This design comes from an exercise in tuning for small area and a short achievable clock period on the open sky130 flow, not from production work.
The RTL was checked by simulation tests, not by an equivalence proof against the original design.
Power and IR drop assume default switching activity.

==> flow/design.v (excerpt) <==
module data_mem_ctrl #(
    parameter int DATA_W = 32,
    parameter int DEPTH  = 64
) (
    input  logic                clk,
    input  logic                rst_n,
    input  logic                req,
    input  logic                we,
    input  logic [31:0]         addr,
    input  logic [DATA_W-1:0]   wdata,
    input  logic [DATA_W/8-1:0] be,
    output logic                ready,
    output logic                rvalid,
    output logic [DATA_W-1:0]   rdata,
    output logic                err
);
Size: ~5700 cells after synthesis, about 2100 flip-flops, ~110 I/O pins, about 72000 µm² of cells after synthesis.
==> flow/config.mk <==
export PLATFORM = sky130hd
export DESIGN_NAME = data_mem_ctrl
export DESIGN_NICKNAME = data_mem_ctrl
export VERILOG_FILES = /design/flow/design.v
export SDC_FILE = /design/flow/constraint.sdc
export NUM_CORES = 4
export LEC_CHECK = 0
export CAP_MARGIN = 20
export CORE_MARGIN = 2
export CORE_UTILIZATION = 60
export CTS_CLUSTER_DIAMETER = 90
export CTS_CLUSTER_SIZE = 30
export SETUP_SLACK_MARGIN = 1.2
export SLEW_MARGIN = 20
export SYNTH_HIERARCHICAL = 1
export SYNTH_MINIMUM_KEEP_SIZE = 0
export TNS_END_PERCENT = 10
==> flow/constraint.sdc <==
create_clock -name core_clock -period 3.5 [get_ports {clk}]
set_input_delay 0.7000 -clock core_clock [delete_from_list [all_inputs] [get_ports {clk}]]
set_output_delay 0.7000 -clock core_clock [all_outputs]
set_load 0.01 [all_outputs]
standard.sh (not shown) runs the stock make flow with config.mk's settings and CLKGATE_MAP_FILE= SYNTH_SCRIPT=/design/flow/synth_recipe.tcl, a recipe that flattens the netlist after the stock synthesis.
==> flow/flow/run.sh <==
#!/bin/bash
# The standard layout, with the port buffers made of plain buffers (instead of the delay
# cells buffer_ports picks by default) and timing repair free to resize across footprints.
set -euo pipefail
bash standard.sh \
  BUFFER_PORTS_ARGS="-buffer_cell sky130_fd_sc_hd__buf_2" \
  MATCH_CELL_FOOTPRINT=0 \
  finish > standard_flow.log 2>&1
The baseline went through all stages and came out clean.
Edit:
--- a/flow/flow/run.sh
+++ b/flow/flow/run.sh
@@ -4,5 +4,5 @@
 set -euo pipefail
 bash standard.sh \
-  BUFFER_PORTS_ARGS="-buffer_cell sky130_fd_sc_hd__buf_2" \
+  BUFFER_PORTS_ARGS="-buffer_cell sky130_fd_sc_hd__buf_4" \
   MATCH_CELL_FOOTPRINT=0 \
   finish > standard_flow.log 2>&1
- CORE_UTILIZATION: 60 -> 65
- CTS_CLUSTER_DIAMETER: 90 -> 80
- CTS_CLUSTER_SIZE: 30 -> 24
- SETUP_SLACK_MARGIN: 1.2 -> 1.3
- TNS_END_PERCENT: 10 -> 30
The new run completed with no timing, DRC or antenna violations; total power grows by 2.3%; routed wire length shrinks by 0.34%; sequential power hardly moves; global-route usage grows by 2.3 points; utilization grows by 6.9 points; hold slack is worse by 0.24 ns; flip-flop and latch count stays the same; critical path depth grows by 1; fmax grows by 2.3%.
Edit:
- SETUP_SLACK_MARGIN: 1.3 -> 1.2
- TNS_END_PERCENT: 30 -> 10
Area after synthesis does not change.
Utilization goes down by 1.2 points.
Clock power hardly moves.
Edit:
--- a/flow/flow/run.sh
+++ b/flow/flow/run.sh
@@ -4,5 +4,5 @@
 set -euo pipefail
 bash standard.sh \
-  BUFFER_PORTS_ARGS="-buffer_cell sky130_fd_sc_hd__buf_4" \
+  BUFFER_PORTS_ARGS="-buffer_cell sky130_fd_sc_hd__buf_2" \
   MATCH_CELL_FOOTPRINT=0 \
   finish > standard_flow.log 2>&1
- CORE_UTILIZATION: 65 -> 70
- CTS_CLUSTER_DIAMETER: 80 -> 90
- CTS_CLUSTER_SIZE: 24 -> 30
Wire length is about the same.
Register-to-register slack is worse by 0.02 ns.
Via count is higher slightly.
Total power is lower by a few percent.

exp/harbor:
Another version of the RTL of data_mem_ctrl (not shown whole).
Size: about 2100 flip-flops.
==> flow/config.mk <==
export PLATFORM = sky130hd
export DESIGN_NAME = data_mem_ctrl
export DESIGN_NICKNAME = data_mem_ctrl
export VERILOG_FILES = /design/flow/design.v
export SDC_FILE = /design/flow/constraint.sdc
export NUM_CORES = 4
export LEC_CHECK = 0
export CAP_MARGIN = 20
export CORE_MARGIN = 2
export CORE_UTILIZATION = 65
export CTS_CLUSTER_DIAMETER = 80
export CTS_CLUSTER_SIZE = 24
export SETUP_SLACK_MARGIN = 1.2
export SLEW_MARGIN = 20
export SYNTH_HIERARCHICAL = 1
export SYNTH_MINIMUM_KEEP_SIZE = 0
export TNS_END_PERCENT = 10
==> flow/constraint.sdc <==
create_clock -name core_clock -period 3.5 [get_ports {clk}]
set_input_delay 0.7000 -clock core_clock [delete_from_list [all_inputs] [get_ports {clk}]]
set_output_delay 0.7000 -clock core_clock [all_outputs]
set_load 0.01 [all_outputs]
==> flow/flow/run.sh <==
#!/bin/bash
# The standard layout, with the port buffers made of plain buffers (instead of the delay
# cells buffer_ports picks by default) and timing repair free to resize across footprints.
set -euo pipefail
bash standard.sh \
  BUFFER_PORTS_ARGS="-buffer_cell sky130_fd_sc_hd__buf_4" \
  MATCH_CELL_FOOTPRINT=0 \
  finish > standard_flow.log 2>&1
exp/harbor | status: complete | timing, DRC, antenna: pass
### exp/harbor -> exp/amber
Settings: TNS_END_PERCENT changed from 10 to 30; CTS_CLUSTER_SIZE changed from 24 to 30; CTS_CLUSTER_DIAMETER changed from 80 to 90; SETUP_SLACK_MARGIN changed from 1.2 to 1.3.
-- flow/flow/run.sh --
<<< exp/harbor, line 4
set -euo pipefail
bash standard.sh \
  BUFFER_PORTS_ARGS="-buffer_cell sky130_fd_sc_hd__buf_4" \
  MATCH_CELL_FOOTPRINT=0 \
  finish > standard_flow.log 2>&1
>>> exp/amber, line 4
set -euo pipefail
bash standard.sh \
  BUFFER_PORTS_ARGS="-buffer_cell sky130_fd_sc_hd__buf_2" \
  MATCH_CELL_FOOTPRINT=0 \
  finish > standard_flow.log 2>&1
==> run notes <==
- Path category of the worst min-delay check: in -> reg -> exp/harbor, in -> async -> exp/amber
- Summary of exp/amber over exp/harbor: cell count went up 25; slew at the pin closest to its max-slew limit has decreased.
- Higher post-layout worst setup margin among exp/harbor and exp/amber: exp/amber
- On wire length after detailed routing, exp/amber does worse than exp/harbor.
- When the final numbers for exp/harbor and exp/amber were put side by side, the number of detailed-routing iterations run before antenna repair turned out to be smaller in exp/harbor.
- Relative to exp/harbor, buffers plus inverters on the worst setup path increased by 2 in exp/amber.
- Count of placed standard cells including taps: exp/amber vs exp/harbor down 0.33%
- Reported for exp/harbor and exp/amber, die area turned out identical to the last digit.

[port drivers added, routing unchanged]
In the flow no input, the clock included, has a driving cell. The finished layouts below were timed again as built, in two steps.
Step 1: set_driving_cell puts a clkbuf_16 on clk and a buf_2 on each other input, an assumption about the parent block.
Step 2 moves the port delays by t, midway between the first and last clock arrival at a register: inputs arrive t later, outputs are due t later. That takes back most of the time a late clock gives input paths.
a / b / c = ideal ports / drivers / drivers and shift; a / b = the first two.
| run | t (ns) | setup slack, ns | worst hold slack (ns) | worst data-port slew with drivers (ns) |
|---|---|---|---|---|
| the first run of note 1 | 0.791 | 0.999 / 1.001 / 0.210 | 0.255 / 0.193 / 0.470 | 0.09 |
| the second run of note 1 | 0.800 | 1.055 / 1.066 / 0.266 | 0.018 / -0.023 / 0.464 | 0.10 |
| the third run of note 1 | 0.792 | 0.977 / 0.951 / 0.158 | 0.022 / -0.019 / 0.464 | 0.10 |
| the fourth run of note 1 | 0.784 | 0.915 / 0.934 / 0.149 | 0.044 / -0.017 / 0.469 | 0.08 |
| exp/harbor | 0.796 | 1.015 / 1.001 / 0.205 | 0.269 / 0.215 / 0.464 | 0.09 |
| exp/amber | 0.783 | 1.113 / 1.054 / 0.271 | 0.031 / -0.026 / 0.468 | 0.16 |
After both steps every run listed still meets setup and hold. For exp/amber, which loses most, drivers alone change the setup slack by -0.059 ns; drivers and shift together by -0.842 ns.
